Background: an optimization exercise with open tools, aiming at small area, a short achievable clock period and few clock cycles per item. Do not read the settings as production practice. Where RTL was checked, it was by simulation tests only, not by an equivalence proof against the original. The RTL of run 4 was laid out without a check of its function. Power figures rest on the tool's default switching activity, not on a simulated workload.

## flow/design.v (module list and top-level ports; edited modules follow where they fit)
// module fpu_mul: 1367 lines
// module fpu_seq: 192 lines
module fpu_seq (
  input  logic        clk,
  input  logic        reset,
  input  logic        Start,
  input  logic [1:0]  FPUOp,
  input  logic [31:0] SrcA,
  input  logic [31:0] SrcB,
  output logic [31:0] Result,
  output logic        Done,
  output logic        Busy,
  output logic [3:0]  FPUFlags
);
  // ...
==> flow/flow/run.sh <==
#!/bin/bash
# The standard layout (the standard.sh: standard synthesis, then ORFS from
# floorplan to finish) with one change: the input and output port buffers that
# global placement inserts are sky130_fd_sc_hd__buf_4 cells instead of the
# default choice.
set -euo pipefail
bash standard.sh "BUFFER_PORTS_ARGS=-buffer_cell sky130_fd_sc_hd__buf_4" finish > run_make.log 2>&1
==> flow/standard.sh <==
#!/bin/bash
# synth_recipe.tcl (not shown) runs the flow's synth.tcl, then flattens the netlist and writes it again
# the make line also repeats each setting of config.mk as NAME=value (left out here)
make -C /OpenROAD-flow-scripts/flow DESIGN_CONFIG=/design/flow/config.mk WORK_HOME=/design/flow/orfs CLKGATE_MAP_FILE= SYNTH_SCRIPT=/design/flow/synth_recipe.tcl "${@:-finish}"
==> flow/config.mk <==
export PLATFORM = sky130hd
export DESIGN_NAME = fpu_seq
export DESIGN_NICKNAME = fpu_seq
export VERILOG_FILES = /design/flow/design.v
export SDC_FILE = /design/flow/constraint.sdc
export NUM_CORES = 4
export LEC_CHECK = 0
export ABC_AREA = 1
export CAP_MARGIN = 20
export CORE_MARGIN = 2
export CORE_UTILIZATION = 40
export SETUP_SLACK_MARGIN = 4.5
export SLEW_MARGIN = 20
==> flow/constraint.sdc <==
create_clock -name core_clock -period 11.0 [get_ports {clk}]
set_input_delay 2.2000 -clock core_clock [delete_from_list [all_inputs] [get_ports {clk}]]
set_output_delay 2.2000 -clock core_clock [all_outputs]
set_load 0.01 [all_outputs]
==> out/metrics.cfg, run 1 <==
[sta]
final_max_slew_viol_count=0
setup_ws_ns=4.521

[power_and_ir_drop]
p_total_mw=7.670
worst_ir_drop_vdd_mv=0.4253
seq_power_share_pct=6.8
swShare_pct=57.90
pg_seq_uw=521

[grt]
use_met3_pct=6.734
grt_antenna_before_repair=2
gr-usage-met1_pct=38.49
grt_most_used_layer=met2

[finish]
multi_input_area_um2=20550
multi_input_cells=2604
n_fill_cell=6185

[setup_path]
crit_type=input pin to flop
crit_top_cell=fa_1
critPathLaunch=SrcB[9]

[place]
dpl.cell_count=4143

[logic_synthesis]
synth_fa_ha_area_share_pct=28.88
synth_xor_area_share_pct=12.02
synth.top_cell.area_share_pct=20.88

[drt]
wl_met1_um=38180

[run_status]
status=timing/DRC/antenna clean

[floorplan]
die_x_um=250.2

[cts]
cts_sinks=82

Testbench counts, summed over its fixed seeds: cycles 3,200, ops 3,200.
==> inputs of run 2 (changes only) <==
--- a/flow/config.mk
+++ b/flow/config.mk
@@ -11,3 +11,4 @@
 export CORE_UTILIZATION = 40
-export SETUP_SLACK_MARGIN = 4.5
+export PLACE_DENSITY = 0.8
+export SETUP_SLACK_MARGIN = 4.0
 export SLEW_MARGIN = 20
==> out/metrics.cfg, run 2 <==
[run_status]
status=timing/DRC/antenna clean  ; unchanged

[finish]
final_common_cell=nand2_1  ; unchanged
nNetsFinal=3881  ; was 3,980
drive_above_1_share_pct=11.18  ; was 16.93%
regArea_um2=1642  ; was 1643 µm²
n_fill_cell=6078  ; was 6,185
final_cell_mix=nand2_1, inv_1, xor2_1, o22ai_1, fa_1  ; unchanged
fin_area_um2=26380  ; was 28,040 µm²
multi_input_area_um2=19950  ; was 20,550 µm²
top_regs=r_x x25, r_y x25, r_exp x10  ; unchanged
syn2layout_area_growth_pct=8.765  ; was 15.60%

[drt]
post_drt_wl_per_cell_um=21.10  ; was 22.47 µm
viasPerCell=5.970  ; was 5.859
drt_first_iter_violations=3135  ; was 2,767
ant_nets=0  ; unchanged
via_count=25030  ; was 25.14k
firstDrtPassIters=9  ; was 6
wirelength_um=88450  ; was 96,400 µm
drc_errors=0  ; unchanged

[floorplan]
initial_core_util_pct=40.33  ; unchanged
design.core.area_um2=60130  ; unchanged
num_rows=90  ; unchanged
fp.dieArea_um2=62620  ; unchanged
io_pins=107  ; unchanged
fp.dieH_um=250.2  ; unchanged
die_x_um=250.2  ; unchanged

[sta]
relSlewSlack_pct=26.66  ; was 21.48%
report.final.hold_viol_count=0  ; unchanged
max_clock_freq_mhz=144.4  ; was 154.4 MHz
setup_violations=0  ; unchanged
worstMarginPinSlew_ns=1.093  ; was 1.174 ns
period_needed_ns=6.925  ; was 6.479 ns
finalCritPeriodShare_pct=62.96  ; was 58.90%
grt_setup_unrepaired=true  ; unchanged
final_max_slew_viol_count=0  ; unchanged
setup_tns_ns=0  ; unchanged

[grt]
grt_pass1_vias=23600  ; was 24.03k
grt_pass1_wl_um=135200  ; was 143,600 µm
grt_max_degree=66  ; was 69
grt_antenna_before_repair=1  ; was 2
overflow=0  ; unchanged
grt_usage_pct=27.44  ; was 29.73%

[place]
dp_hpwl_um=65740  ; was 71,060 µm
port_buffers=104  ; unchanged
place_congestion=1.033  ; was 0.9961
place_area_um2=25370  ; was 25,480 µm²

[hold_path]
worstHoldPathCells=2  ; unchanged
min_to=r_done$_SDFF_PN0_  ; unchanged
hp-class=input pin to flop  ; unchanged
min_from=reset  ; unchanged

[cts]
cts_tree=yes  ; unchanged
cts_root_buf=clkbuf_16  ; unchanged
cts_buffers=9  ; unchanged
htreeDepth=3  ; unchanged
cts_sinks=82  ; unchanged
cts_buffer_depth=2  ; unchanged
path_clk_slew_ns=0.09  ; was 0.08 ns

[setup_path]
crit_path_cell_trace=buf_4 -> inv_1 -> buf_6 -> nand2_1 -> o21ai_1 -> buf_4 -> o22ai_1 -> xor2_1 -> fa_1 -> inv_1 -> fa_1 -> inv_1 -> fa_1 -> fa_1 -> inv_1 -> fa_1 -> o21ai_0 -> inv_1 -> nand2_1 -> a21oi_1  ; was buf_16 -> clkinvlp_4 -> buf_12 -> buf_4 -> o21ai_4 -> buf_6 -> o22ai_1 -> xor2_1 -> fa_1 -> inv_1 -> fa_1 -> inv_1 -> fa_1 -> fa_1 -> inv_1 -> fa_1 -> nor2_1 -> a21oi_1
required_ns=11.25  ; was 11.27 ns
start_kind=input pin  ; unchanged
max_stage_delay_ns=0.58  ; was 0.59 ns
crit_family=adder cells  ; unchanged
end_kind=flop  ; unchanged
slowest_stage=fa_1  ; unchanged
crit_type=input pin to flop  ; unchanged
cp.arrival_ns=7.17  ; was 6.75 ns
critPathBufInv=8  ; unchanged
path_max_fanout=23  ; was 16

[logic_synthesis]
postSynthCellCount=3437  ; unchanged
synth_cell_types=76  ; unchanged
synth.top_cell.area_share_pct=20.88  ; unchanged
synth_area_per_cell_um2=7.056  ; unchanged
yosysTopAreaCell=fa_1  ; unchanged
syn_area_um2=24250  ; unchanged
synth_ff_type=dfxtp_1  ; unchanged
ys_ff_latch=82  ; unchanged
synth_enable_flop_cells=0  ; unchanged
yosys_warnings=1  ; unchanged
ys_top_cells_by_area=fa_1, xor2_1, nand2_1  ; unchanged
ys_top_cells_by_count=nand2_1, inv_1, xor2_1  ; unchanged
async_flop_share_pct=0  ; unchanged
yosysSeqAreaShare_pct=6.769  ; unchanged
yosysMostFrequentCell=nand2_1  ; unchanged

[power_and_ir_drop]
leakage_nw=12.39  ; was 13.08 nW
worst_ir_drop_vdd_mv=0.1654  ; was 0.4253 mV
p_total_mw=7.022  ; was 7.670 mW
powerDensity_nw_per_um2=266.2  ; was 273.6 nW/µm²

[job]
drv_cap=0  ; unchanged

run 2: cell type report:
type / count / share of cell area, %
clock buffer: 9 / 0.8538
antenna: 2 / 0.01897
inverter: 531 / 7.926
multi-input combinational: 2602 / 75.64
timing repair buffer: 173 / 5.232
tap: 782 / 3.709
timing repair inverter: 5 / 0.1233
sequential: 82 / 6.223
clock inverter: 7 / 0.2704
run 2: layer usage:
metal | share of wire, % | up-vias | wire length, µm | global-route usage [%]
met5 | 0 | - | 0 | 0
met4 | 6.8 | 0 | 5981 | 14.73
met3 | 14 | 398 | 12090 | 8.116
met2 | 42 | 1801 | 36800 | 40.99
met1 | 38 | 11570 | 33590 | 35.58
li1 | - | 11270 | - | -
run 2: power by group:
group,total (mW),switching [mW],leakage (nW),internal [mW]
registers,0.509,0.103,0.686,0.405
clock network,0.308,0.149,0.139,0.159
logic,6.21,3.83,11.6,2.37
total,7.02,4.08,12.4,2.94
run 2: what timing repair did:
item,4_1_cts,5_1_grt
setup buffers,12,19
hold buffers,0,0
pin swaps,3,17
hold endpoints to repair,0,0
setup endpoints to repair,58,45
resized for setup,31,57
cloned,4,4
run 2: cells by family after synthesis:
logic type | after synthesis | synth area share (%)
simple gates | 982 | 17.31
compound gates | 854 | 21.82
buf+inv | 756 | 12.21
fa+ha+maj | 408 | 28.88
xor+xnor | 331 | 12.02
flops | 82 | 6.769
mux | 23 | 0.9699
other cells | 1 | 0.01546
run 2: through the flow:
step / std cells / setup WS [ns] / utilization (%) / hold WS (ns)
finish: 4193 / 4.075 / 43.87 / 2.052
global route: 4191 / 3.927 / 43.86 / 2.050
CTS: 4167 / 3.992 / 43.13 / 2.046
detailed placement: 4135 / 2.414 / 42.19 / 2.443
global placement: 4135 / 2.662 / 42.19 / 2.425
floorplan: 3438 / 4.007 / - / 2.316
run 2: worst max path at each step:
| stage | startpoint | end | slack, ns | cells past startpoint |
|---|---|---|---|---|
| detailed placement | SrcB[5] | r_lz[3]$_SDFF_PP0_ | 2.41 | 35 |
| floorplan | SrcB[21] | r_lz[3]$_SDFF_PP0_ | 4.01 | 40 |
| finish | SrcB[15] | r_grpG[5]$_DFF_P_ | 4.07 | 20 |
| global route | SrcA[23] | r_lz[3]$_SDFF_PP0_ | 3.93 | 36 |
| global placement | SrcA[23] | r_lz[3]$_SDFF_PP0_ | 2.66 | 37 |
| CTS | SrcA[29] | r_lz[3]$_SDFF_PP0_ | 3.99 | 36 |
==> inputs of run 3 (changes only) <==
--- a/flow/config.mk
+++ b/flow/config.mk
@@ -11,3 +11,2 @@
 export CORE_UTILIZATION = 40
-export PLACE_DENSITY = 0.8
 export SETUP_SLACK_MARGIN = 4.0
==> out/metrics.cfg, run 3 <==
[power_and_ir_drop]
worst_ir_drop_vdd_mv=0.2960  ; was 0.1654 mV
powerDensity_nw_per_um2=279.8  ; was 266.2 nW/µm²
p_total_mw=7.353  ; was 7.022 mW
leakage_nw=12.37  ; was 12.39 nW

[grt]
overflow=0  ; unchanged
grt_max_degree=46  ; was 66
grt_usage_pct=29.81  ; was 27.44%
grt_antenna_before_repair=0  ; was 1
grt_pass1_wl_um=143200  ; was 135,200 µm
grt_pass1_vias=23650  ; was 23.60k

[sta]
final_max_slew_viol_count=0  ; unchanged
report.final.hold_viol_count=0  ; unchanged
max_clock_freq_mhz=145.4  ; was 144.4 MHz
period_needed_ns=6.878  ; was 6.925 ns
relSlewSlack_pct=24.88  ; was 26.66%
worstMarginPinSlew_ns=1.120  ; was 1.093 ns
setup_violations=0  ; unchanged
finalCritPeriodShare_pct=62.53  ; was 62.96%
grt_setup_unrepaired=true  ; unchanged
setup_tns_ns=0  ; unchanged

[place]
place_area_um2=25470  ; was 25,370 µm²
port_buffers=104  ; unchanged
place_congestion=0.9696  ; was 1.033
dp_hpwl_um=72040  ; was 65,740 µm
dpl.cell_count=4148  ; was 4,135

[drt]
wl_met1_um=39020  ; was 33,590 µm
viasPerCell=5.803  ; was 5.970
wl_met2_um=42060  ; was 36,800 µm
firstDrtPassIters=6  ; was 9
via_count=24300  ; was 25.03k
wl_met3_um=8678  ; was 12,090 µm
drt_first_iter_violations=2601  ; was 3,135
top_layer=met4  ; unchanged
drc_errors=0  ; unchanged
post_drt_wl_per_cell_um=22.46  ; was 21.10 µm
wirelength_um=94080  ; was 88,450 µm
ant_nets=0  ; unchanged

[logic_synthesis]
yosysSeqAreaShare_pct=6.769  ; unchanged
synth_cell_types=76  ; unchanged
synth_enable_flop_cells=0  ; unchanged
ys_top_cells_by_area=fa_1, xor2_1, nand2_1  ; unchanged
ys_top_cells_by_count=nand2_1, inv_1, xor2_1  ; unchanged
synth_area_per_cell_um2=7.056  ; unchanged
postSynthCellCount=3437  ; unchanged
synth_ff_type=dfxtp_1  ; unchanged
synth.top_cell.area_share_pct=20.88  ; unchanged
yosys_warnings=1  ; unchanged
ys_ff_latch=82  ; unchanged
yosysTopAreaCell=fa_1  ; unchanged
syn_area_um2=24250  ; unchanged
async_flop_share_pct=0  ; unchanged
yosysMostFrequentCell=nand2_1  ; unchanged

[cts]
htreeDepth=3  ; unchanged
cts_buffers=9  ; unchanged
cts_buffer_depth=2  ; unchanged
cts_sinks=82  ; unchanged
cts_tree=yes  ; unchanged
cts_root_buf=clkbuf_16  ; unchanged
path_clk_slew_ns=0.07  ; was 0.09 ns

[finish]
drive_above_1_share_pct=10.93  ; was 11.18%
syn2layout_area_growth_pct=8.342  ; was 8.765%
top_regs=r_x x25, r_y x25, r_exp x10  ; unchanged
n_fill_cell=6385  ; was 6,078
final_util_pct=43.70  ; was 43.87%
fin_area_um2=26280  ; was 26,380 µm²
layout.cells.non_filler=4188  ; was 4,193
final_common_cell=nand2_1  ; unchanged
final_cell_mix=nand2_1, inv_1, xor2_1, o22ai_1, fa_1  ; unchanged
nNetsFinal=3877  ; was 3,881

[floorplan]
fp.dieH_um=250.2  ; unchanged
num_rows=90  ; unchanged
fp.dieArea_um2=62620  ; unchanged
io_pins=107  ; unchanged
initial_core_util_pct=40.33  ; unchanged
die_x_um=250.2  ; unchanged
design.core.area_um2=60130  ; unchanged

[run_status]
status=timing/DRC/antenna clean  ; unchanged

[setup_path]
slowest_stage=fa_1  ; unchanged
path_max_fanout=23  ; unchanged
required_ns=11.24  ; was 11.25 ns
crit_top_cell=fa_1
crit_type=input pin to flop  ; unchanged
end_kind=flop  ; unchanged
max_stage_delay_ns=0.55  ; was 0.58 ns
start_kind=input pin  ; unchanged
critPathBufInv=7  ; was 8
cp.arrival_ns=7.12  ; was 7.17 ns
crit_family=adder cells  ; unchanged
crit_path_cell_trace=buf_4 -> clkinv_1 -> buf_4 -> nand2_1 -> nand2_1 -> buf_4 -> o22ai_1 -> xor2_1 -> fa_1 -> inv_1 -> fa_1 -> inv_1 -> fa_1 -> fa_1 -> inv_1 -> fa_1 -> nor2_1 -> a21oi_1  ; was buf_4 -> inv_1 -> buf_6 -> nand2_1 -> o21ai_1 -> buf_4 -> o22ai_1 -> xor2_1 -> fa_1 -> inv_1 -> fa_1 -> inv_1 -> fa_1 -> fa_1 -> inv_1 -> fa_1 -> o21ai_0 -> inv_1 -> nand2_1 -> a21oi_1

[job]
drv_cap=0  ; unchanged

[hold_path]
hp-class=input pin to flop  ; unchanged

## run 3: cell counts after synthesis
Identical to the previous run, type by type.
## run 3: layer usage
layer | global-route usage (%) | up-vias
li1 | - | 11250
met1 | 39.13 | 11620
met2 | 47.59 | 1211
met3 | 6.360 | 228
met4 | 12.20 | 0
met5 | 0 | -
## run 3: layout make-up
class                   instances  area, µm²  share of cell area [%]
diodes                          1      2.502                0.009524
clock buffers                   9      225.2                  0.8571
clock inverters                 7      80.08                  0.3048
inverters                     531       2068                   7.871
multi-input cells            2602      19940                   75.88
flip-flops and latches         82       1642                   6.248
well taps                     782      978.4                   3.724
repair buffers                171       1325                   5.043
repair inverters                3      17.52                 0.06667
## run 3: cell families (layout without fill, tap and decap cells)
logic type / after synthesis / after routing / synth area share, %
AOI/OAI and AO/OA: 854 / 854 / 21.82
xor gates and xnor gates: 331 / 331 / 12.02
muxes: 23 / 23 / 0.9699
other: 1 / 3 / 0.01546
adders and majority gates: 408 / 408 / 28.88
and+or+nand+nor: 982 / 984 / 17.31
DFF: 82 / 82 / 6.769
buffers and inverters: 756 / 721 / 12.21
## run 3: path summary, 6_finish.rpt
path | slack, ns | from | end | cells after the start
setup / recovery | 4.12 | SrcB[11] | r_x[4]$_DFF_P_ | 18
hold / removal | 2.05 | reset | r_done$_SDFF_PN0_ | 2
## run 3: stage by stage
stage / hold slack [ns] / setup WS, ns
global placement: 2.433 / 2.558
detailed placement: 2.438 / 2.482
floorplan: 2.316 / 4.007
CTS: 2.034 / 3.993
finish: 2.048 / 4.122
global route: 2.051 / 3.857
## run 3: report_power, final
group	switching (mW)	leakage [nW]	internal (mW)
Combinational	4.08	11.5	2.44
Sequential	0.0970	0.686	0.405
Clock	0.156	0.149	0.180
## run 3: what timing repair did
action	4_1_cts	5_1_grt
cloned	4	1
pin swaps	4	13
hold buffers	0	0
buffers inserted	10	8
gates resized for setup	28	50
endpoints found under the setup margin	59	48
==> module fpu_seq, before the edit <==
module fpu_seq (
  input  logic        clk,
  input  logic        reset,
  input  logic        Start,
  input  logic [1:0]  FPUOp,
  input  logic [31:0] SrcA,
  input  logic [31:0] SrcB,
  output logic [31:0] Result,
  output logic        Done,
  output logic        Busy,
  output logic [3:0]  FPUFlags
);
  function automatic logic [4:0] lzc25(input logic [24:0] v);
    lzc25 = 5'd0;
    for (int i = 0; i < 25; i++) begin
      if (v[i]) lzc25 = 5'(24 - i);
    end
  endfunction
  logic [7:0]  w_expA, w_expB;
  logic [23:0] w_manA, w_manB;
  logic [24:0] w_mA, w_mB;
  logic        w_zeroA, w_zeroB;
  logic        w_isMul;
  logic        w_special;
  assign w_expA    = SrcA[30:23];
  assign w_expB    = SrcB[30:23];
  assign w_zeroA   = (w_expA == 8'd0);
  assign w_zeroB   = (w_expB == 8'd0);
  assign w_manA    = {!w_zeroA, w_zeroA ? 23'd0 : SrcA[22:0]};
  assign w_manB    = {!w_zeroB, w_zeroB ? 23'd0 : SrcB[22:0]};
  assign w_mA      = {w_manA, 1'b0};
  assign w_mB      = {w_manB, 1'b0};
  assign w_isMul   = (FPUOp == fpu_pkg::OP_FMUL);
  assign w_special = (FPUOp == fpu_pkg::OP_RSVD) ||
                     (w_expA == fpu_pkg::INF_EXP) || (w_expB == fpu_pkg::INF_EXP);
  logic [8:0]  w_dAB, w_dBA;
  logic        w_expLt, w_expEq;
  logic [7:0]  w_diff;
  logic [7:0]  w_addExp;
  logic        w_sub, w_near;
  assign w_dAB    = {1'b0, w_expA} - {1'b0, w_expB};
  assign w_dBA    = {1'b0, w_expB} - {1'b0, w_expA};
  assign w_expLt  = w_dAB[8];
  assign w_expEq  = (w_expA == w_expB);
  assign w_diff   = w_expLt ? w_dBA[7:0] : w_dAB[7:0];
  assign w_addExp = w_expLt ? w_expB : w_expA;
  assign w_sub    = SrcA[31] ^ SrcB[31];
  assign w_near   = w_sub && (w_diff[7:1] == 7'd0);
  logic        w_swap;
  logic [24:0] w_big, w_small, w_aligned;
  logic        w_bigSign;
  assign w_swap    = w_expLt || (w_expEq && (SrcA[22:0] < SrcB[22:0]));
  assign w_big     = w_swap ? w_mB : w_mA;
  assign w_small   = w_swap ? w_mA : w_mB;
  assign w_bigSign = w_swap ? SrcB[31] : SrcA[31];
  assign w_aligned = (w_diff >= 8'd26) ? 25'd0 : (w_small >> w_diff[4:0]);
  logic [24:0] w_nearMag;
  logic        w_nearZero;
  logic [4:0]  w_nearLz;
  assign w_nearMag  = w_big - (w_expEq ? w_small : (w_small >> 1));
  assign w_nearZero = w_expEq && (w_zeroA || (SrcA[22:0] == SrcB[22:0]));
  assign w_nearLz   = lzc25(w_nearMag);
  logic [47:0] w_row0, w_row1;
  logic [22:0] w_lowG, w_lowP;
  logic [5:0]  w_grpG, w_grpP;
  logic [9:0]  w_mulExp;
  fpu_mul u_mul (
    .i_a    ({1'b1, SrcA[22:0]}),
    .i_b    ({1'b1, SrcB[22:0]}),
    .o_row0 (w_row0),
    .o_row1 (w_row1)
  );
  assign w_lowG = w_row0[22:0] & w_row1[22:0];
  assign w_lowP = w_row0[22:0] | w_row1[22:0];
  always_comb begin
    for (int k = 0; k < 6; k++) begin
      w_grpG[k] = 1'b0;
      w_grpP[k] = 1'b1;
      for (int i = 0; i < 4; i++) begin
        if (4 * k + i < 23) begin
          w_grpG[k] = w_lowG[4 * k + i] | (w_lowP[4 * k + i] & w_grpG[k]);
          w_grpP[k] = w_grpP[k] & w_lowP[4 * k + i];
        end
      end
    end
  end
  assign w_mulExp = {2'b0, w_expA} + {2'b0, w_expB} - 10'd126;
  logic        r_done;
  logic [24:0] r_x, r_y;
  logic [5:0]  r_grpG;
  logic [5:1]  r_grpP;
  logic        r_noCarry;
  logic        r_near;
  logic        r_sign;
  logic [9:0]  r_exp;
  logic        r_zero;
  logic [4:0]  r_lz;
  logic        r_special;
  always_ff @(posedge clk) begin
    if (!reset) r_done <= 1'b0;
    else        r_done <= Start && (FPUOp != fpu_pkg::OP_NONE);
  end
  always_ff @(posedge clk) begin
    r_special <= w_special;
    r_noCarry <= w_isMul || w_sub;
    r_lz      <= w_nearLz;
    if (w_isMul) begin
      r_x    <= w_row0[47:23];
      r_y    <= w_row1[47:23];
      r_grpG <= w_grpG;
      r_grpP <= w_grpP[5:1];
      r_near <= 1'b0;
      r_sign <= w_sub;
      r_exp  <= w_mulExp;
      r_zero <= w_zeroA || w_zeroB;
    end else if (w_near) begin
      r_x    <= w_nearMag;
      r_y    <= ~w_aligned;
      r_grpG <= 6'b100000;
      r_grpP <= 5'd0;
      r_near <= 1'b1;
      r_sign <= w_bigSign;
      r_exp  <= {2'b0, w_addExp};
      r_zero <= w_nearZero;
    end else begin
      r_x    <= w_big;
      r_y    <= w_sub ? ~w_aligned : w_aligned;
      r_grpG <= {w_sub, 5'd0};
      r_grpP <= 5'd0;
      r_near <= 1'b0;
      r_sign <= w_bigSign;
      r_exp  <= {2'b0, w_addExp};
      r_zero <= w_zeroA && w_zeroB;
    end
  end
  logic        w_cin;
  logic [26:0] w_sumC;
  logic [25:0] w_sum;
  logic        w_selR, w_sel0, w_selL;
  logic [9:0]  w_expR, w_exp0, w_expL;
  assign w_cin  = r_grpG[5] | (r_grpP[5] & (r_grpG[4] | (r_grpP[4] & (r_grpG[3] |
                  (r_grpP[3] & (r_grpG[2] | (r_grpP[2] & (r_grpG[1] | (r_grpP[1] & r_grpG[0])))))))));
  assign w_sumC = {1'b0, r_x, 1'b1} + {1'b0, r_y, w_cin};
  assign w_sum  = w_sumC[26:1];
  assign w_selR = w_sum[25] && !r_noCarry;
  assign w_sel0 = !w_selR && w_sum[24];
  assign w_selL = !w_selR && !w_sum[24];
  assign w_expR = r_exp + 10'd1;
  assign w_exp0 = r_exp;
  assign w_expL = r_exp - 10'd1;
  function automatic logic isInf(input logic [9:0] e);
    isInf = !e[9] && (e[8:0] >= 9'd255);
  endfunction
  function automatic logic isLow(input logic [9:0] e);
    isLow = e[9] || (e == 10'd0);
  endfunction
  logic [22:0] w_farFrac;
  logic [7:0]  w_farExp;
  logic        w_farInf, w_farLow;
  assign w_farFrac = ({23{w_selR}} & w_sum[24:2]) |
                     ({23{w_sel0}} & w_sum[23:1]) |
                     ({23{w_selL}} & w_sum[22:0]);
  assign w_farExp  = ({8{w_selR}} & w_expR[7:0]) |
                     ({8{w_sel0}} & w_exp0[7:0]) |
                     ({8{w_selL}} & w_expL[7:0]);
  assign w_farInf  = (w_selR && isInf(w_expR)) || (w_sel0 && isInf(w_exp0)) ||
                     (w_selL && isInf(w_expL));
  assign w_farLow  = (w_selR && isLow(w_expR)) || (w_sel0 && isLow(w_exp0)) ||
                     (w_selL && isLow(w_expL));
  logic [24:0] w_nearNorm;
  logic [9:0]  w_nearExp;
  assign w_nearNorm = r_x << r_lz;
  assign w_nearExp  = r_exp - {5'd0, r_lz};
  logic [22:0] w_frac;
  logic [7:0]  w_expF;
  logic        w_inf, w_zero;
  logic [31:0] w_result;
  assign w_frac = r_near ? w_nearNorm[23:1] : w_farFrac;
  assign w_expF = r_near ? w_nearExp[7:0] : w_farExp;
  assign w_inf  = !r_near && w_farInf;
  assign w_zero = r_zero || (r_near ? isLow(w_nearExp) : w_farLow);
  always_comb begin
    if (r_special)   w_result = fpu_pkg::QNAN;
    else if (w_zero) w_result = 32'd0;
    else if (w_inf)  w_result = {r_sign, fpu_pkg::INF_EXP, 23'd0};
    else             w_result = {r_sign, w_expF, w_frac};
  end
  assign Result   = w_result;
  assign FPUFlags = {w_result[31], !r_special && w_zero, 1'b0, r_special || (!w_zero && w_inf)};
  assign Done     = r_done;
  assign Busy     = 1'b0;
endmodule
==> inputs of run 4 (changes only) <==
--- a/flow/design.v
+++ b/flow/design.v
@@ -1511,3 +1511,3 @@
   logic        w_cin;
-  logic [26:0] w_sumC;
+  logic [24:0] w_kG, w_kP, w_hp;
   logic [25:0] w_sum;
@@ -1517,4 +1517,17 @@
                   (r_grpP[3] & (r_grpG[2] | (r_grpP[2] & (r_grpG[1] | (r_grpP[1] & r_grpG[0])))))))));
-  assign w_sumC = {1'b0, r_x, 1'b1} + {1'b0, r_y, w_cin};
-  assign w_sum  = w_sumC[26:1];
+  always_comb begin
+    logic [24:0] g, p;
+    g = r_x & r_y;
+    p = r_x | r_y;
+    for (int d = 1; d < 25; d = d * 2) begin
+      for (int i = 24; i >= d; i--) begin
+        g[i] = g[i] | (p[i] & g[i - d]);
+        p[i] = p[i] & p[i - d];
+      end
+    end
+    w_kG = g;
+    w_kP = p;
+  end
+  assign w_hp  = r_x ^ r_y;
+  assign w_sum = {1'b0, w_hp} ^ {w_kG | (w_kP & {25{w_cin}}), w_cin};
   assign w_selR = w_sum[25] && !r_noCarry;
==> out/metrics.cfg, run 4 <==
[run_status]
status=timing/DRC/antenna clean  ; unchanged

[finish]
syn2layout_area_growth_pct=8.835  ; was 8.342%
layout.cells.non_filler=4307  ; was 4,188
fin_area_um2=26770  ; was 26,280 µm²
final_common_cell=inv_1  ; was nand2_1
top_regs=r_x x25, r_y x25, r_exp x10  ; unchanged
nNetsFinal=4021  ; was 3,877
drive_above_1_share_pct=9.194  ; was 10.93%
final_cell_mix=inv_1, nand2_1, o22ai_1, xor2_1, fa_1  ; was nand2_1, inv_1, xor2_1, o22ai_1, fa_1

[cts]
cts_buffer_depth=2  ; unchanged
htreeDepth=3  ; unchanged
path_clk_slew_ns=0.07  ; about the same
cts_root_buf=clkbuf_16  ; unchanged
cts_hold_buf=0  ; unchanged
cts_buffers=9  ; unchanged
cts_tree=yes  ; unchanged
cts_sinks=82  ; unchanged

[sta]
max_clock_freq_mhz=145.0  ; was 145.4 MHz
period_needed_ns=6.899  ; was 6.878 ns
setup_violations=0  ; unchanged
setup_tns_ns=0  ; unchanged
report.final.hold_viol_count=0  ; unchanged
whs_ns=2.054  ; was 2.048 ns
relSlewSlack_pct=28.85  ; was 24.88%
worstMarginPinSlew_ns=1.066  ; was 1.120 ns
grt_setup_unrepaired=true  ; unchanged
final_max_slew_viol_count=0  ; unchanged
finalCritPeriodShare_pct=62.72  ; was 62.53%

[place]
place_area_um2=25950  ; was 25,470 µm²
port_buffers=104  ; unchanged
dp_hpwl_um=71640  ; was 72,040 µm
dpl.cell_count=4268  ; was 4,148
place_congestion=0.9754  ; was 0.9696

[drt]
post_drt_wl_per_cell_um=22.13  ; was 22.46 µm
viasPerCell=5.746  ; was 5.803
drt_first_iter_violations=2290  ; was 2,601
wirelength_um=95310  ; was 94,080 µm
drc_errors=0  ; unchanged
firstDrtPassIters=6  ; unchanged
via_count=24750  ; was 24.30k
ant_nets=0  ; unchanged

[power_and_ir_drop]
p_total_mw=7.408  ; was 7.353 mW
seq_power_share_pct=6.6  ; was 6.8%
clock_power_share_pct=4.6  ; about the same
p_switching_mw=4.318  ; was 4.328 mW
worst_ir_drop_vdd_mv=0.3045  ; was 0.2960 mV
p_int_mw=3.091  ; was 3.025 mW
power_frac_comb_pct=88.8  ; was 88.6%
swShare_pct=58.28  ; was 58.87%
powerDensity_nw_per_um2=276.7  ; was 279.8 nW/µm²
leakage_nw=12.86  ; was 12.37 nW

[floorplan]
design.core.area_um2=60580  ; was 60,130 µm²
io_pins=107  ; unchanged
num_rows=90  ; unchanged
fp.dieH_um=252.0  ; was 250.2 µm
initial_core_util_pct=40.60  ; was 40.33%
die_x_um=252.0  ; was 250.2 µm
fp.dieArea_um2=63500  ; was 62,620 µm²

[setup_path]
end_kind=flop  ; unchanged
required_ns=11.27  ; was 11.24 ns
start_kind=input pin  ; unchanged
cp.arrival_ns=7.17  ; was 7.12 ns
path_max_fanout=22  ; was 23
crit_type=input pin to flop  ; unchanged

[logic_synthesis]
synth.top_cell.area_share_pct=20.59  ; was 20.88%
synth_area_per_cell_um2=6.939  ; was 7.056 µm²
syn_area_um2=24600  ; was 24,250 µm²
ys_top_cells_by_count=inv_1, nand2_1, o22ai_1  ; was nand2_1, inv_1, xor2_1
synth_enable_flop_cells=0  ; unchanged
ys_top_cells_by_area=fa_1, xor2_1, ha_1  ; was fa_1, xor2_1, nand2_1
yosysTopAreaCell=fa_1  ; unchanged
async_flop_share_pct=0  ; unchanged
yosys_warnings=1  ; unchanged
synth_cell_types=68  ; was 76
postSynthCellCount=3545  ; was 3,437
synth_ff_type=dfxtp_1  ; unchanged
yosysSeqAreaShare_pct=6.673  ; was 6.769%
yosysMostFrequentCell=inv_1  ; was nand2_1
ys_ff_latch=82  ; unchanged

[grt]
grt_max_degree=51  ; was 46
grt_antenna_before_repair=4  ; was 0
grt_usage_pct=29.77  ; was 29.81%
grt_pass1_vias=24180  ; was 23.65k
overflow=0  ; unchanged
grt_pass1_wl_um=144400  ; was 143,200 µm

[hold_path]
hp-class=input pin to flop  ; unchanged

[job]
drv_cap=0  ; unchanged

run 4: cell types whose count changed after synthesis, sizes merged, moves of 10 or more:
| cell | change |
|---|---|
| nand4 | -12 |
| buf | -13 |
| xnor2 | +13 |
| nand3 | -10 |
| nor2 | +17 |
| clkbuf | +11 |
| nor3 | +17 |
| inv | +91 |
| nand2 | -36 |
| ha | +25 |
| a21oi | +10 |
run 4: worst paths after layout:
check	slack, ns	cells after the start	endpoint	from
min	2.05	2	r_done$_SDFF_PN0_	reset
max	4.10	14	r_x[4]$_DFF_P_	SrcB[21]
run 4: timing repair:
action,in CTS,in global routing
gates resized for setup,21,70
endpoints found under the hold margin,0,0
cloned,1,3
pin swaps,1,15
setup buffers,3,15
setup endpoints to repair,63,54
run 4: logic make-up (layout without fill, tap and decap cells):
| family | Yosys count | count (layout) | share of synthesized area, % |
|---|---|---|---|
| flip-flops | 82 | 82 | 6.673 |
| AND/OR/NAND/NOR | 950 | 953 | 16.24 |
| XOR/XNOR | 335 | 335 | 12.08 |
| adder cells (fa/ha/maj) | 433 | 433 | 29.75 |
| other | 1 | 3 | 0.01524 |
| multiplexers | 19 | 19 | 0.7884 |
| AO/OA/AOI/OAI | 879 | 879 | 21.29 |
| buffers and inverters | 846 | 821 | 13.16 |
run 4: stage by stage:
step	util (%)	worst slack, ns
floorplan	-	4.004
finish	44.19	4.101
CTS	43.52	3.960
detailed placement	42.83	1.997
global route	44.19	3.921
global placement	42.83	2.053
run 4: cell type report:
cell class | count | area, µm²
Clock buffer | 9 | 225.2
Sequential cell | 82 | 1642
Antenna cell | 1 | 2.502
Timing Repair Buffer | 181 | 1435
Tap cell | 782 | 978.4
Inverter | 623 | 2410
Fill cell | 6330 | 33810
Clock inverter | 7 | 82.58
Timing Repair inverter | 1 | 5.005
Multi-Input combinational cell | 2621 | 19990
run 4: power groups by stage:
stage	registers (mW)	logic [mW]	clock network [mW]
CTS	0.486	6.42	0.350
detailed placement	0.493	6.37	0
global route	0.496	7.33	0.359
finish	0.486	6.58	0.343
floorplan	0.459	4.30	0
global placement	0.492	6.33	0
run 4: critical path: stages:
cell and delay, ns:
buf_8 0.15, inv_1 0.09, buf_4 0.39, ha_1 0.38
inv_1 0.73, o22ai_1 0.19, fa_1 0.56, fa_1 0.45
fa_1 0.50, fa_1 0.56, inv_1 0.06, fa_1 0.54
nor2_1 0.08, a21oi_1 0.27
run 4: routing by layer:
| layer | wire, µm | up-vias | share of wire (%) | GRT usage, % |
|---|---|---|---|---|
| met5 | 14 | - | 0.015 | 0 |
| met3 | 9598 | 291 | 10 | 6.293 |
| met1 | 37830 | 11660 | 40 | 38.00 |
| met2 | 42830 | 1307 | 45 | 48.26 |
| met4 | 5031 | 2 | 5.3 | 13.44 |
| li1 | - | 11490 | - | - |
==> inputs of run 5 (changes only) <==
--- a/flow/design.v
+++ b/flow/design.v
@@ -1439,3 +1439,3 @@
   logic [22:0] w_lowG, w_lowP;
-  logic [5:0]  w_grpG, w_grpP;
+  logic [3:0]  w_grpG, w_grpP;
   logic [9:0]  w_mulExp;
@@ -1447,16 +1447,26 @@
   );
-  assign w_lowG = w_row0[22:0] & w_row1[22:0];
-  assign w_lowP = w_row0[22:0] | w_row1[22:0];
-  always_comb begin
-    for (int k = 0; k < 6; k++) begin
-      w_grpG[k] = 1'b0;
-      w_grpP[k] = 1'b1;
-      for (int i = 0; i < 4; i++) begin
-        if (4 * k + i < 23) begin
-          w_grpG[k] = w_lowG[4 * k + i] | (w_lowP[4 * k + i] & w_grpG[k]);
-          w_grpP[k] = w_grpP[k] & w_lowP[4 * k + i];
-        end
+  function automatic logic [1:0] grpGP(input logic [22:0] g, input logic [22:0] p,
+                                       input int lo, input int hi);
+    logic gg, pp;
+    gg = 1'b0;
+    pp = 1'b1;
+    for (int i = 0; i < 23; i++) begin
+      if (i >= lo && i <= hi) begin
+        gg = g[i] | (p[i] & gg);
+        pp = pp & p[i];
       end
     end
-  end
+    grpGP = {gg, pp};
+  endfunction
+  assign w_lowG = w_row0[22:0] & w_row1[22:0];
+  assign w_lowP = w_row0[22:0] | w_row1[22:0];
+  logic [2:0] w_subG, w_subP;
+  assign {w_subG[0], w_subP[0]} = grpGP(w_lowG, w_lowP, 0, 3);
+  assign {w_subG[1], w_subP[1]} = grpGP(w_lowG, w_lowP, 4, 7);
+  assign {w_subG[2], w_subP[2]} = grpGP(w_lowG, w_lowP, 8, 11);
+  assign w_grpG[0] = w_subG[2] | (w_subP[2] & (w_subG[1] | (w_subP[1] & w_subG[0])));
+  assign w_grpP[0] = &w_subP;
+  assign {w_grpG[1], w_grpP[1]} = grpGP(w_lowG, w_lowP, 12, 15);
+  assign {w_grpG[2], w_grpP[2]} = grpGP(w_lowG, w_lowP, 16, 19);
+  assign {w_grpG[3], w_grpP[3]} = grpGP(w_lowG, w_lowP, 20, 22);
   assign w_mulExp = {2'b0, w_expA} + {2'b0, w_expB} - 10'd126;
@@ -1464,4 +1474,4 @@
   logic [24:0] r_x, r_y;
-  logic [5:0]  r_grpG;
-  logic [5:1]  r_grpP;
+  logic [3:0]  r_grpG;
+  logic [3:1]  r_grpP;
   logic        r_noCarry;
@@ -1485,3 +1495,3 @@
       r_grpG <= w_grpG;
-      r_grpP <= w_grpP[5:1];
+      r_grpP <= w_grpP[3:1];
       r_near <= 1'b0;
@@ -1493,4 +1503,4 @@
       r_y    <= ~w_aligned;
-      r_grpG <= 6'b100000;
-      r_grpP <= 5'd0;
+      r_grpG <= 4'b1000;
+      r_grpP <= 3'd0;
       r_near <= 1'b1;
@@ -1502,4 +1512,4 @@
       r_y    <= w_sub ? ~w_aligned : w_aligned;
-      r_grpG <= {w_sub, 5'd0};
-      r_grpP <= 5'd0;
+      r_grpG <= {w_sub, 3'd0};
+      r_grpP <= 3'd0;
       r_near <= 1'b0;
@@ -1511,3 +1521,3 @@
   logic        w_cin;
-  logic [24:0] w_kG, w_kP, w_hp;
+  logic [26:0] w_sumC;
   logic [25:0] w_sum;
@@ -1515,19 +1525,6 @@
   logic [9:0]  w_expR, w_exp0, w_expL;
-  assign w_cin  = r_grpG[5] | (r_grpP[5] & (r_grpG[4] | (r_grpP[4] & (r_grpG[3] |
-                  (r_grpP[3] & (r_grpG[2] | (r_grpP[2] & (r_grpG[1] | (r_grpP[1] & r_grpG[0])))))))));
-  always_comb begin
-    logic [24:0] g, p;
-    g = r_x & r_y;
-    p = r_x | r_y;
-    for (int d = 1; d < 25; d = d * 2) begin
-      for (int i = 24; i >= d; i--) begin
-        g[i] = g[i] | (p[i] & g[i - d]);
-        p[i] = p[i] & p[i - d];
-      end
-    end
-    w_kG = g;
-    w_kP = p;
-  end
-  assign w_hp  = r_x ^ r_y;
-  assign w_sum = {1'b0, w_hp} ^ {w_kG | (w_kP & {25{w_cin}}), w_cin};
+  assign w_cin  = r_grpG[3] | (r_grpP[3] & (r_grpG[2] | (r_grpP[2] & (r_grpG[1] |
+                  (r_grpP[1] & r_grpG[0])))));
+  assign w_sumC = {1'b0, r_x, 1'b1} + {1'b0, r_y, w_cin};
+  assign w_sum  = w_sumC[26:1];
   assign w_selR = w_sum[25] && !r_noCarry;
--- a/flow/config.mk
+++ b/flow/config.mk
@@ -11,3 +11,3 @@
 export CORE_UTILIZATION = 40
-export SETUP_SLACK_MARGIN = 4.0
+export SETUP_SLACK_MARGIN = 3.75
 export SLEW_MARGIN = 20
==> out/metrics.cfg, run 5 <==
[run_status]
status=timing/DRC/antenna clean  ; unchanged

[cts]
cts_sinks=78  ; was 82
cts_buffer_depth=2  ; unchanged
cts_buffers=9  ; unchanged
cts_hold_buf=0  ; unchanged
cts_root_buf=clkbuf_16  ; unchanged
htreeDepth=3  ; unchanged
path_clk_slew_ns=0.08  ; was 0.07 ns
cts_tree=yes  ; unchanged

[logic_synthesis]
syn_area_um2=23510  ; was 24,600 µm²
yosys_warnings=1  ; unchanged
ys_top_cells_by_count=nand2_1, inv_1, o22ai_1  ; was inv_1, nand2_1, o22ai_1
yosysSeqAreaShare_pct=6.643  ; was 6.673%
async_flop_share_pct=0  ; unchanged
synth_enable_flop_cells=0  ; unchanged
synth.top_cell.area_share_pct=21.55  ; was 20.59%
ys_ff_latch=78  ; was 82
synth_area_per_cell_um2=6.967  ; was 6.939 µm²
synth_cell_types=59  ; was 68
yosysMostFrequentCell=nand2_1  ; was inv_1
postSynthCellCount=3374  ; was 3,545
ys_top_cells_by_area=fa_1, xor2_1, o22ai_1  ; was fa_1, xor2_1, ha_1
yosysTopAreaCell=fa_1  ; unchanged
synth_ff_type=dfxtp_1  ; unchanged

[finish]
final_common_cell=nand2_1  ; was inv_1
regArea_um2=1562  ; was 1642 µm²
final_cell_mix=nand2_1, inv_1, o22ai_1, xor2_1, fa_1  ; was inv_1, nand2_1, o22ai_1, xor2_1, fa_1
multi_input_area_um2=19290  ; was 19,990 µm²
nNetsFinal=3824  ; was 4,021
top_regs=r_x x25, r_y x25, r_exp x10  ; unchanged
num_antenna_cells=0  ; was 1
n_fill_cell=6076  ; was 6,330
drive_above_1_share_pct=8.744  ; was 9.194%
final_util_pct=44.00  ; was 44.19%
fin_area_um2=25480  ; was 26,770 µm²
syn2layout_area_growth_pct=8.415  ; was 8.835%

[sta]
final_max_slew_viol_count=0  ; unchanged
period_needed_ns=6.998  ; was 6.899 ns
setup_tns_ns=0  ; unchanged
max_clock_freq_mhz=142.9  ; was 145.0 MHz
finalCritPeriodShare_pct=63.62  ; was 62.72%
relSlewSlack_pct=25.53  ; was 28.85%
worstMarginPinSlew_ns=1.116  ; was 1.066 ns
setup_ws_ns=4.002  ; was 4.101 ns
whs_ns=2.058  ; was 2.054 ns
report.final.hold_viol_count=0  ; unchanged
setup_violations=0  ; unchanged
grt_setup_unrepaired=true  ; unchanged

[place]
dp_hpwl_um=67060  ; was 71,640 µm
place_area_um2=24830  ; was 25,950 µm²
port_buffers=104  ; unchanged
preCtsSetupSlack_ns=2.032  ; was 1.997 ns
place_congestion=0.9511  ; was 0.9754

[setup_path]
start_kind=input pin  ; unchanged
path_max_fanout=25  ; was 22
cp.arrival_ns=7.23  ; was 7.17 ns
end_kind=flop  ; unchanged
crit_type=input pin to flop  ; unchanged
required_ns=11.23  ; was 11.27 ns

[floorplan]
fp.dieArea_um2=60720  ; was 63,500 µm²
design.core.area_um2=57920  ; was 60,580 µm²
io_pins=107  ; unchanged
initial_core_util_pct=40.59  ; was 40.60%
fp.dieH_um=246.4  ; was 252.0 µm
num_rows=88  ; was 90
die_x_um=246.4  ; was 252.0 µm

[grt]
grt_pass1_vias=23030  ; was 24.18k
grt_antenna_before_repair=1  ; was 4
overflow=0  ; unchanged
grt_usage_pct=29.27  ; was 29.77%
grt_max_degree=60  ; was 51
grt_pass1_wl_um=136400  ; was 144,400 µm

[drt]
post_drt_wl_per_cell_um=21.50  ; was 22.13 µm
wirelength_um=88500  ; was 95,310 µm
viasPerCell=5.764  ; was 5.746
firstDrtPassIters=5  ; was 6
drt_first_iter_violations=2277  ; was 2,290
drc_errors=0  ; unchanged
ant_nets=0  ; unchanged
via_count=23730  ; was 24.75k

[power_and_ir_drop]
worst_ir_drop_vdd_mv=0.3619  ; was 0.3045 mV
powerDensity_nw_per_um2=262.2  ; was 276.7 nW/µm²
leakage_nw=12.25  ; was 12.86 nW

[hold_path]
hp-class=input pin to flop  ; unchanged

[job]
drv_cap=0  ; unchanged

==> run 5: changes by cell type in the layout (fill, tap and decap cells not counted), sizes merged, moves of 7 or more <==
cell    change
nand2      +11
nand3       +9
nor2       -17
a21oi       -7
xnor2      -13
o211ai     +11
nor3       -24
o21ai      -20
ha         -25
a31oi       -9
inv       -100
xor2        +9
==> run 5: final cells by class <==
type / instances / area share [%]
Multi-Input combinational cell: 2550 / 75.71
Inverter: 525 / 7.831
Sequential cell: 78 / 6.127
Timing Repair Buffer: 180 / 5.440
Tap cell: 765 / 3.756
Clock buffer: 10 / 0.9377
Clock inverter: 5 / 0.1375
Timing Repair inverter: 3 / 0.05892
==> run 5: final timing paths <==
check	start	to	slack, ns	cells past startpoint
worst min-delay path	reset	r_done$_SDFF_PN0_	2.06	2
worst max-delay path	SrcB[0]	r_grpG[3]$_DFF_P_	4.00	14
==> run 5: repair_timing <==
action,4_1_cts,5_1_grt
cloned,3,2
setup endpoints to repair,52,50
buffers inserted,6,10
pin swaps,1,5
gates resized for setup,20,32
==> run 5: layer usage <==
| metal | global-route usage (%) | part of all wire, % |
|---|---|---|
| met1 | 39.33 | 41 |
| met4 | 11.84 | 4.5 |
| met2 | 45.38 | 43 |
| met3 | 6.471 | 11 |
| met5 | 0 | 0.010 |
==> run 5: cells by family (layout without fill, tap and decap cells) <==
kind of cell	count (synthesis)	count (layout)	share of synthesized area, %
XOR/XNOR	331	331	12.33
AO/OA/AOI/OAI	859	859	21.66
buffers and inverters	749	723	12.11
AND/OR/NAND/NOR	923	925	16.38
other	1	2	0.01595
multiplexers	25	25	1.065
adder cells (fa/ha/maj)	408	408	29.80
flip-flops	78	78	6.643
==> run 5: worst max-delay path, cell delays in order <==
cell and delay, ns:
buf_4 0.15, inv_2 0.43, nand2_1 0.76, o22ai_1 0.38, xor2_1 0.24, fa_1 0.45
fa_1 0.59, fa_1 0.50, fa_1 0.58, fa_1 0.56, nand2_1 0.06, o21ai_0 0.09
o21bai_1 0.14, a21oi_1 0.08
==> run 5: metrics by stage <==
stage,total power [mW],std cells
6_report,6.681,4116
5_1_grt,7.541,4116
4_1_cts,6.619,4104
3_5_place_dp,6.271,4080
3_3_place_gp,6.250,4080
2_1_floorplan,4.480,3375
==> run 5: power by group <==
group          internal [mW]  leakage (nW)  switching (mW)
Sequential             0.387         0.653          0.0815
Clock                  0.158         0.135           0.136
Combinational           2.28          11.5            3.64
Testbench counts of run 5, summed over its fixed seeds: cycles 3,200, ops 3,200.
==> inputs of run 6 (changes only) <==
--- a/flow/config.mk
+++ b/flow/config.mk
@@ -11,3 +11,3 @@
 export CORE_UTILIZATION = 40
-export SETUP_SLACK_MARGIN = 3.75
+export SETUP_SLACK_MARGIN = 4.5
 export SLEW_MARGIN = 20
==> out/metrics.cfg, run 6 <==
[drt]
post_drt_wl_per_cell_um=21.87  ; was 21.50 µm
firstDrtPassIters=6  ; was 5
via_count=24250  ; was 23.73k
ant_nets=0  ; unchanged
wirelength_um=91300  ; was 88,500 µm
viasPerCell=5.808  ; was 5.764
drt_first_iter_violations=2585  ; was 2,277
drc_errors=0  ; unchanged

[grt]
grt_pass1_vias=23080  ; was 23.03k
grt_antenna_before_repair=1  ; unchanged
overflow=0  ; unchanged
grt_usage_pct=29.76  ; was 29.27%
grt_max_degree=58  ; was 60
grt_pass1_wl_um=138600  ; was 136,400 µm

[finish]
num_antenna_cells=0  ; unchanged
final_util_pct=46.46  ; was 44.00%
nNetsFinal=3882  ; was 3,824
syn2layout_area_growth_pct=14.47  ; was 8.415%
drive_above_1_share_pct=13.61  ; was 8.744%
top_regs=r_x x25, r_y x25, r_exp x10  ; unchanged
fin_area_um2=26910  ; was 25,480 µm²
layout.cells.non_filler=4175  ; was 4,116
final_common_cell=nand2_1  ; unchanged
final_cell_mix=nand2_1, inv_1, o22ai_1, xor2_1, fa_1  ; unchanged

[logic_synthesis]
yosysSeqAreaShare_pct=6.643  ; unchanged
synth.top_cell.area_share_pct=21.55  ; unchanged
postSynthCellCount=3374  ; unchanged
synth_enable_flop_cells=0  ; unchanged
async_flop_share_pct=0  ; unchanged
synth_cell_types=59  ; unchanged
yosysTopAreaCell=fa_1  ; unchanged
ys_ff_latch=78  ; unchanged
ys_top_cells_by_count=nand2_1, inv_1, o22ai_1  ; unchanged
synth_area_per_cell_um2=6.967  ; unchanged
yosys_warnings=1  ; unchanged
synth_ff_type=dfxtp_1  ; unchanged
syn_area_um2=23510  ; unchanged
ys_top_cells_by_area=fa_1, xor2_1, o22ai_1  ; unchanged
yosysMostFrequentCell=nand2_1  ; unchanged

[place]
preCtsSetupSlack_ns=2.668  ; was 2.032 ns
dp_hpwl_um=66900  ; was 67,060 µm
place_congestion=0.9565  ; was 0.9511
place_area_um2=24890  ; was 24,830 µm²
port_buffers=104  ; unchanged
dpl.cell_count=4070  ; was 4,080

[power_and_ir_drop]
power_frac_comb_pct=88.3  ; was 88.6%
powerDensity_nw_per_um2=265.3  ; was 262.2 nW/µm²
leakage_nw=12.72  ; was 12.25 nW
seq_power_share_pct=6.6  ; was 7.0%
p_int_mw=3.110  ; was 2.825 mW
swShare_pct=56.44  ; was 57.72%
p_switching_mw=4.029  ; was 3.856 mW
clock_power_share_pct=5.1  ; was 4.4%
worst_ir_drop_vdd_mv=0.3345  ; was 0.3619 mV
p_total_mw=7.139  ; was 6.681 mW

[floorplan]
io_pins=107  ; unchanged
fp.dieH_um=246.4  ; unchanged
design.core.area_um2=57920  ; unchanged
fp.dieArea_um2=60720  ; unchanged
initial_core_util_pct=40.59  ; unchanged
num_rows=88  ; unchanged
die_x_um=246.4  ; unchanged

[hold_path]
worstHoldPathCells=2  ; unchanged
min_to=r_done$_SDFF_PN0_  ; unchanged
min_from=reset  ; unchanged
hp-class=input pin to flop  ; unchanged

[sta]
grt_setup_unrepaired=true  ; unchanged
worstMarginPinSlew_ns=1.093  ; was 1.116 ns
whs_ns=2.053  ; was 2.058 ns
setup_ws_ns=4.569  ; was 4.002 ns
finalCritPeriodShare_pct=58.46  ; was 63.62%
final_max_slew_viol_count=0  ; unchanged
setup_violations=0  ; unchanged
period_needed_ns=6.431  ; was 6.998 ns
report.final.hold_viol_count=0  ; unchanged
setup_tns_ns=0  ; unchanged
max_clock_freq_mhz=155.5  ; was 142.9 MHz
relSlewSlack_pct=26.84  ; was 25.53%

[setup_path]
crit_type=input pin to flop  ; unchanged
required_ns=11.25  ; was 11.23 ns
start_kind=input pin  ; unchanged
cp.arrival_ns=6.68  ; was 7.23 ns
end_kind=flop  ; unchanged
path_max_fanout=19  ; was 25

[run_status]
status=timing/DRC/antenna clean  ; unchanged

[cts]
cts_sinks=78  ; unchanged
cts_hold_buf=0  ; unchanged
htreeDepth=3  ; unchanged
path_clk_slew_ns=0.06  ; was 0.08 ns
cts_tree=yes  ; unchanged
cts_buffer_depth=2  ; unchanged
cts_root_buf=clkbuf_16  ; unchanged
cts_buffers=9  ; unchanged

[job]
drv_cap=0  ; unchanged

run 6: cell types whose count changed in the layout (fill, tap and decap cells not counted), sizes merged:
cell,delta
buf,+47
bufbuf,+2
bufinv,+3
clkbuf,-1
clkinv,+3
clkinvlp,+4
inv,-3
nand2,+4
run 6: worst max-delay path, cell delays in order:
cell	delay, ns
buf_8	0.15
inv_1	0.14
buf_12	0.22
o21ai_0	0.13
nand2_2	0.15
buf_4	0.20
o22ai_1	0.10
xor2_1	0.20
fa_1	0.53
inv_1	0.06
fa_1	0.51
fa_1	0.54
inv_1	0.07
fa_1	0.53
inv_1	0.06
fa_2	0.53
nand2_1	0.09
o21ai_1	0.25
run 6: kinds of logic after synthesis:
| kind of cell | Yosys count | synth area share, % |
|---|---|---|
| flops | 78 | 6.643 |
| compound gates | 859 | 21.66 |
| other cells | 1 | 0.01595 |
| xor+xnor | 331 | 12.33 |
| fa+ha+maj | 408 | 29.80 |
| buf+inv | 749 | 12.11 |
| simple gates | 923 | 16.38 |
| mux | 25 | 1.065 |
run 6: timing repair:
item	CTS	global route
endpoints found under the setup margin	82	76
setup buffers	29	42
pin swaps	18	53
resized for setup	105	135
gates cloned	11	7
run 6: area by class of cell:
class / instances / area, µm²
multi-input cells: 2554 / 19870
flip-flops and latches: 78 / 1567
fillers: 6002 / 31010
repair inverters: 8 / 45.04
repair buffers: 229 / 1996
inverters: 525 / 2127
clock inverters: 7 / 121.4
clock buffers: 9 / 225.2
well taps: 765 / 957.2
run 6: worst max-delay path by stage:
stage / startpoint / end / cells past startpoint
finish: SrcB[7] / r_x[7]$_DFF_P_ / 18
global route: SrcB[9] / r_lz[3]$_SDFF_PP0_ / 45
CTS: SrcB[5] / r_grpG[2]$_SDFF_PN0_ / 19
detailed placement: SrcA[23] / r_lz[3]$_SDFF_PP0_ / 38
global placement: SrcA[23] / r_lz[3]$_SDFF_PP0_ / 38
floorplan: SrcB[11] / r_lz[3]$_SDFF_PP0_ / 45
run 6: power by group through the flow:
stage	sequential (mW)	clock, mW	combinational [mW]
after CTS	0.468	0.372	5.99
after global placement	0.473	0	5.78
after floorplan	0.431	0	4.07
after detailed placement	0.473	0	5.82
final	0.468	0.364	6.31
after global routing	0.479	0.380	7.06
run 6: routing by layer:
| metal | track usage, % | routed length, µm |
|---|---|---|
| met5 | 0 | 13 |
| met4 | 10.12 | 3342 |
| met3 | 6.383 | 10120 |
| met2 | 47.29 | 40460 |
| met1 | 39.89 | 37360 |
==> inputs of run 7 (changes only) <==
--- a/flow/config.mk
+++ b/flow/config.mk
@@ -11,3 +11,3 @@
 export CORE_UTILIZATION = 40
-export SETUP_SLACK_MARGIN = 4.5
+export SETUP_SLACK_MARGIN = 4.4
 export SLEW_MARGIN = 20
==> out/metrics.cfg, run 7 <==
[place]
place_area_um2=24910  ; was 24,890 µm²
place_congestion=0.9673  ; was 0.9565
preCtsSetupSlack_ns=2.787  ; was 2.668 ns
port_buffers=104  ; unchanged
dp_hpwl_um=67320  ; was 66,900 µm

[finish]
fin_area_um2=26390  ; was 26,910 µm²
final_common_cell=nand2_1  ; unchanged
regArea_um2=1564  ; was 1567 µm²
syn2layout_area_growth_pct=12.27  ; was 14.47%
final_cell_mix=nand2_1, inv_1, o22ai_1, xor2_1, fa_1  ; unchanged
num_antenna_cells=0  ; unchanged
nNetsFinal=3856  ; was 3,882
top_regs=r_x x25, r_y x25, r_exp x10  ; unchanged
n_fill_cell=6065  ; was 6,002
final_util_pct=45.57  ; was 46.46%
drive_above_1_share_pct=11.85  ; was 13.61%
multi_input_area_um2=19630  ; was 19,870 µm²

[grt]
grt_max_degree=48  ; was 58
grt_usage_pct=29.50  ; was 29.76%
overflow=0  ; unchanged
grt_antenna_before_repair=4  ; was 1
grt_pass1_wl_um=137300  ; was 138,600 µm
grt_pass1_vias=23230  ; was 23.08k

[setup_path]
end_kind=flop  ; unchanged
crit_top_cell=fa_1
path_max_fanout=14  ; was 19
crit_family=adder cells  ; unchanged
crit_path_cell_trace=buf_4 -> nor2_1 -> inv_1 -> nand2_1 -> buf_4 -> o22ai_1 -> xor2_1 -> fa_1 -> inv_1 -> fa_1 -> inv_1 -> fa_1 -> fa_1 -> inv_1 -> fa_1 -> nor2_1 -> a21oi_1  ; was buf_8 -> inv_1 -> buf_12 -> o21ai_0 -> nand2_2 -> buf_4 -> o22ai_1 -> xor2_1 -> fa_1 -> inv_1 -> fa_1 -> fa_1 -> inv_1 -> fa_1 -> inv_1 -> fa_2 -> nand2_1 -> o21ai_1
crit_type=input pin to flop  ; unchanged
required_ns=11.24  ; was 11.25 ns
cp.arrival_ns=6.75  ; was 6.68 ns
slowest_stage=fa_1  ; unchanged
start_kind=input pin  ; unchanged
max_stage_delay_ns=0.57  ; was 0.54 ns
critPathBufInv=6  ; was 7

[logic_synthesis]
yosysTopAreaCell=fa_1  ; unchanged
syn_area_um2=23510  ; unchanged
synth_enable_flop_cells=0  ; unchanged
ys_top_cells_by_count=nand2_1, inv_1, o22ai_1  ; unchanged
postSynthCellCount=3374  ; unchanged
yosys_warnings=1  ; unchanged
synth.top_cell.area_share_pct=21.55  ; unchanged
synth_cell_types=59  ; unchanged
ys_top_cells_by_area=fa_1, xor2_1, o22ai_1  ; unchanged
yosysMostFrequentCell=nand2_1  ; unchanged
async_flop_share_pct=0  ; unchanged
yosysSeqAreaShare_pct=6.643  ; unchanged
synth_ff_type=dfxtp_1  ; unchanged
synth_area_per_cell_um2=6.967  ; unchanged
ys_ff_latch=78  ; unchanged

[floorplan]
initial_core_util_pct=40.59  ; unchanged
fp.dieArea_um2=60720  ; unchanged
fp.dieH_um=246.4  ; unchanged
die_x_um=246.4  ; unchanged
num_rows=88  ; unchanged
design.core.area_um2=57920  ; unchanged
io_pins=107  ; unchanged

[cts]
cts_root_buf=clkbuf_16  ; unchanged
htreeDepth=3  ; unchanged
cts_buffers=9  ; unchanged
cts_sinks=78  ; unchanged
cts_hold_buf=0  ; unchanged
cts_buffer_depth=2  ; unchanged
path_clk_slew_ns=0.06  ; about the same
cts_tree=yes  ; unchanged

[run_status]
status=timing/DRC/antenna clean  ; unchanged

[power_and_ir_drop]
clock_power_share_pct=5.0  ; was 5.1%
worst_ir_drop_vdd_mv=0.3898  ; was 0.3345 mV
swShare_pct=57.00  ; was 56.44%
powerDensity_nw_per_um2=263.2  ; was 265.3 nW/µm²
seq_power_share_pct=6.8  ; was 6.6%
leakage_nw=12.53  ; was 12.72 nW
p_int_mw=2.986  ; was 3.110 mW
power_frac_comb_pct=88.3  ; about the same
p_switching_mw=3.959  ; was 4.029 mW

[hold_path]
worstHoldPathCells=2  ; unchanged
min_to=r_done$_SDFF_PN0_  ; unchanged
hp-class=input pin to flop  ; unchanged
min_from=reset  ; unchanged

[sta]
max_clock_freq_mhz=153.5  ; was 155.5 MHz
report.final.hold_viol_count=0  ; unchanged
grt_setup_unrepaired=true  ; unchanged
worstMarginPinSlew_ns=0.9142  ; was 1.093 ns
setup_ws_ns=4.487  ; was 4.569 ns
final_max_slew_viol_count=0  ; unchanged
finalCritPeriodShare_pct=59.21  ; was 58.46%
period_needed_ns=6.513  ; was 6.431 ns
setup_violations=0  ; unchanged
setup_tns_ns=0  ; unchanged
whs_ns=2.057  ; was 2.053 ns
relSlewSlack_pct=38.83  ; was 26.84%

[drt]
wl_met1_um=36910  ; was 37,360 µm
wl_met2_um=39710  ; was 40,460 µm
drc_errors=0  ; unchanged
wl_met3_um=9653  ; was 10,120 µm
viasPerCell=5.793  ; was 5.808
wirelength_um=90260  ; was 91,300 µm
top_layer=met5  ; unchanged
via_count=24040  ; was 24.25k
post_drt_wl_per_cell_um=21.75  ; was 21.87 µm
firstDrtPassIters=7  ; was 6
drt_first_iter_violations=2404  ; was 2,585
ant_nets=0  ; unchanged

[job]
drv_cap=0  ; unchanged

==> run 7: cell counts after synthesis <==
No cell type changed its count.
==> run 7: cell type report <==
class | instances | area share [%]
Clock buffer | 10 | 0.9056
Clock inverter | 6 | 0.3508
Inverter | 525 | 7.979
Multi-Input combinational cell | 2551 | 74.37
Sequential cell | 78 | 5.926
Tap cell | 765 | 3.627
Timing Repair Buffer | 209 | 6.728
Timing Repair inverter | 5 | 0.1138
==> run 7: power by group through the flow <==
stage                     sequential, mW  combinational [mW]  clock, mW
after global routing               0.479                6.95      0.362
final                              0.470                6.13      0.344
after global placement             0.476                5.77          0
after detailed placement           0.474                5.82          0
after floorplan                    0.431                4.07          0
after CTS                          0.469                5.92      0.351
==> run 7: worst max path at each step <==
stage          slack [ns]  cells after the start     start                 end
2_1_floorplan        4.40                     45  SrcB[11]  r_lz[3]$_SDFF_PP0_
3_3_place_gp         2.85                     38  SrcA[23]  r_lz[3]$_SDFF_PP0_
3_5_place_dp         2.79                     38  SrcA[23]  r_lz[3]$_SDFF_PP0_
4_1_cts              4.41                     16  SrcA[15]   r_grpG[3]$_DFF_P_
5_1_grt              4.28                     39  SrcB[15]  r_lz[3]$_SDFF_PP0_
6_report             4.49                     17  SrcB[10]      r_x[8]$_DFF_P_
==> run 7: timing repair <==
action / in CTS / in global routing
buffers inserted: 15 / 32
gates resized for setup: 77 / 103
cloned: 6 / 7
pin swaps: 13 / 34
setup endpoints to repair: 80 / 63
==> run 7: cells by family (layout without fill, tap and decap cells) <==
group / count (synthesis) / count (layout) / share of synthesized area, %
buffers and inverters: 749 / 755 / 12.11
XOR/XNOR: 331 / 331 / 12.33
adder cells (fa/ha/maj): 408 / 408 / 29.80
multiplexers: 25 / 25 / 1.065
other: 1 / 2 / 0.01595
AO/OA/AOI/OAI: 859 / 859 / 21.66
AND/OR/NAND/NOR: 923 / 926 / 16.38
flip-flops: 78 / 78 / 6.643
==> run 7: layer usage <==
layer  vias to the layer above  track usage [%]
li1                      11120                -
met1                     11340            38.73
met2                      1332            46.56
met3                       246            7.048
met4                         6            11.64
met5                         -           0.2451
==> run 7: stage by stage <==
step | total power, mW | std cells
after CTS | 6.743 | 4110
after global routing | 7.794 | 4149
after detailed placement | 6.293 | 4073
after floorplan | 4.500 | 3375
final | 6.945 | 4149
after global placement | 6.246 | 4073
==> inputs of run 8 (changes only) <==
--- a/flow/config.mk
+++ b/flow/config.mk
@@ -11,3 +11,3 @@
 export CORE_UTILIZATION = 40
-export SETUP_SLACK_MARGIN = 4.4
+export SETUP_SLACK_MARGIN = 4.0
 export SLEW_MARGIN = 20
==> out/metrics.cfg, run 8 <==
[logic_synthesis]
ys_top_cells_by_area=fa_1, xor2_1, o22ai_1  ; unchanged
syn_area_um2=23510  ; unchanged
synth_cell_types=59  ; unchanged
synth_enable_flop_cells=0  ; unchanged
synth_ff_type=dfxtp_1  ; unchanged
yosysSeqAreaShare_pct=6.643  ; unchanged
synth_area_per_cell_um2=6.967  ; unchanged
yosysTopAreaCell=fa_1  ; unchanged
postSynthCellCount=3374  ; unchanged
yosys_warnings=1  ; unchanged
ys_ff_latch=78  ; unchanged

[grt]
grt_usage_pct=29.27  ; was 29.50%
grt_max_degree=60  ; was 48
overflow=0  ; unchanged

[finish]
multi_input_area_um2=19440  ; was 19,630 µm²
num_antenna_cells=0  ; unchanged
drive_above_1_share_pct=10.17  ; was 11.85%
final_common_cell=nand2_1  ; unchanged
n_fill_cell=6100  ; was 6,065
syn2layout_area_growth_pct=10.25  ; was 12.27%
final_cell_mix=nand2_1, inv_1, o22ai_1, xor2_1, fa_1  ; unchanged
regArea_um2=1562  ; was 1564 µm²

[setup_path]
start_kind=input pin  ; unchanged
cp.arrival_ns=7.06  ; was 6.75 ns
end_kind=flop  ; unchanged
path_max_fanout=23  ; was 14

[sta]
worstMarginPinSlew_ns=1.072  ; was 0.9142 ns
grt_setup_unrepaired=true  ; unchanged
setup_tns_ns=0  ; unchanged
setup_ws_ns=4.185  ; was 4.487 ns
relSlewSlack_pct=28.38  ; was 38.83%
period_needed_ns=6.815  ; was 6.513 ns

[place]
dp_hpwl_um=66760  ; was 67,320 µm
port_buffers=104  ; unchanged

[cts]
cts_sinks=78  ; unchanged
cts_root_buf=clkbuf_16  ; unchanged
cts_tree=yes  ; unchanged
cts_buffers=9  ; unchanged
htreeDepth=3  ; unchanged

[run_status]
status=timing/DRC/antenna clean  ; unchanged

[floorplan]
num_rows=88  ; unchanged
io_pins=107  ; unchanged
initial_core_util_pct=40.59  ; unchanged
fp.dieArea_um2=60720  ; unchanged
fp.dieH_um=246.4  ; unchanged

[power_and_ir_drop]
leakage_nw=12.36  ; was 12.53 nW
worst_ir_drop_vdd_mv=0.3624  ; was 0.3898 mV

[drt]
viasPerCell=5.745  ; was 5.793

[job]
drv_cap=0  ; unchanged

-- run 8: cell counts after synthesis --
No cell type changed its count.
-- run 8: worst paths after layout --
path,start,endpoint,cells after the start
setup / recovery,SrcB[15],r_grpG[3]$_DFF_P_,18
hold / removal,reset,r_done$_SDFF_PN0_,2
-- run 8: per-stage QoR --
stage / cell area [µm²] / power [mW] / hold slack (ns)
after floorplan: 23580 / 4.483 / 2.316
after global placement: 24770 / 6.241 / 2.430
after detailed placement: 24770 / 6.270 / 2.435
after CTS: 25320 / 6.656 / 2.048
after global routing: 25910 / 7.627 / 2.047
final: 25910 / 6.778 / 2.052
-- run 8: final cells by class --
| cell class | count | share of cell area [%] |
|---|---|---|
| clock buffers | 10 | 0.9222 |
| clock inverters | 5 | 0.2269 |
| inverters | 525 | 7.807 |
| multi-input cells | 2550 | 75.02 |
| flip-flops and latches | 78 | 6.025 |
| well taps | 765 | 3.694 |
| repair buffers | 193 | 6.233 |
| repair inverters | 3 | 0.06759 |
-- run 8: timing repair --
| action | in CTS | in global routing |
|---|---|---|
| hold buffers | 0 | 0 |
| resized for setup | 37 | 82 |
| endpoints found under the setup margin | 63 | 50 |
| buffers inserted | 10 | 25 |
| gates cloned | 4 | 3 |
| pin swaps | 5 | 21 |
-- run 8: where the power goes --
group	total [mW]	internal [mW]	switching, mW	leakage [nW]
Combinational	5.99	2.31	3.69	11.6
Sequential	0.468	0.387	0.0808	0.653
Clock	0.315	0.181	0.134	0.141
-- run 8: logic make-up (layout without fill, tap and decap cells) --
logic type	after synthesis	count (layout)	synth area share (%)
muxes	25	25	1.065
other	1	2	0.01595
AOI/OAI and AO/OA	859	859	21.66
buffers and inverters	749	736	12.11
and+or+nand+nor	923	925	16.38
DFF	78	78	6.643
xor gates and xnor gates	331	331	12.33
adders and majority gates	408	408	29.80
-- run 8: critical path, cell delays in order --
cell,delay (ns)
buf_4,0.26
nor2_1,0.08
inv_1,0.07
nand2_1,0.06
nand2_1,0.71
o22ai_1,0.18
xor2_1,0.21
fa_1,0.50
inv_1,0.05
fa_1,0.49
inv_1,0.05
fa_1,0.53
fa_1,0.59
inv_1,0.08
fa_1,0.52
o21ai_0,0.25
o21bai_1,0.15
a21oi_1,0.07
-- run 8: layer usage --
metal  GRT usage, %  wire [µm]  vias to the layer above
met5              0         41                        -
met1          38.60      36840                    11210
met2          45.51      38890                     1221
li1               -          -                    11070
met4          12.81       4028                        6
met3          6.863       9449                      217

Setup slack of run 8, layout unchanged: 4.185 ns with ideal ports, 4.213 ns with driving cells assumed (clock clkbuf_16, inputs buf_2), 3.766 ns with port delays also shifted by the 0.447 ns mid clock arrival.
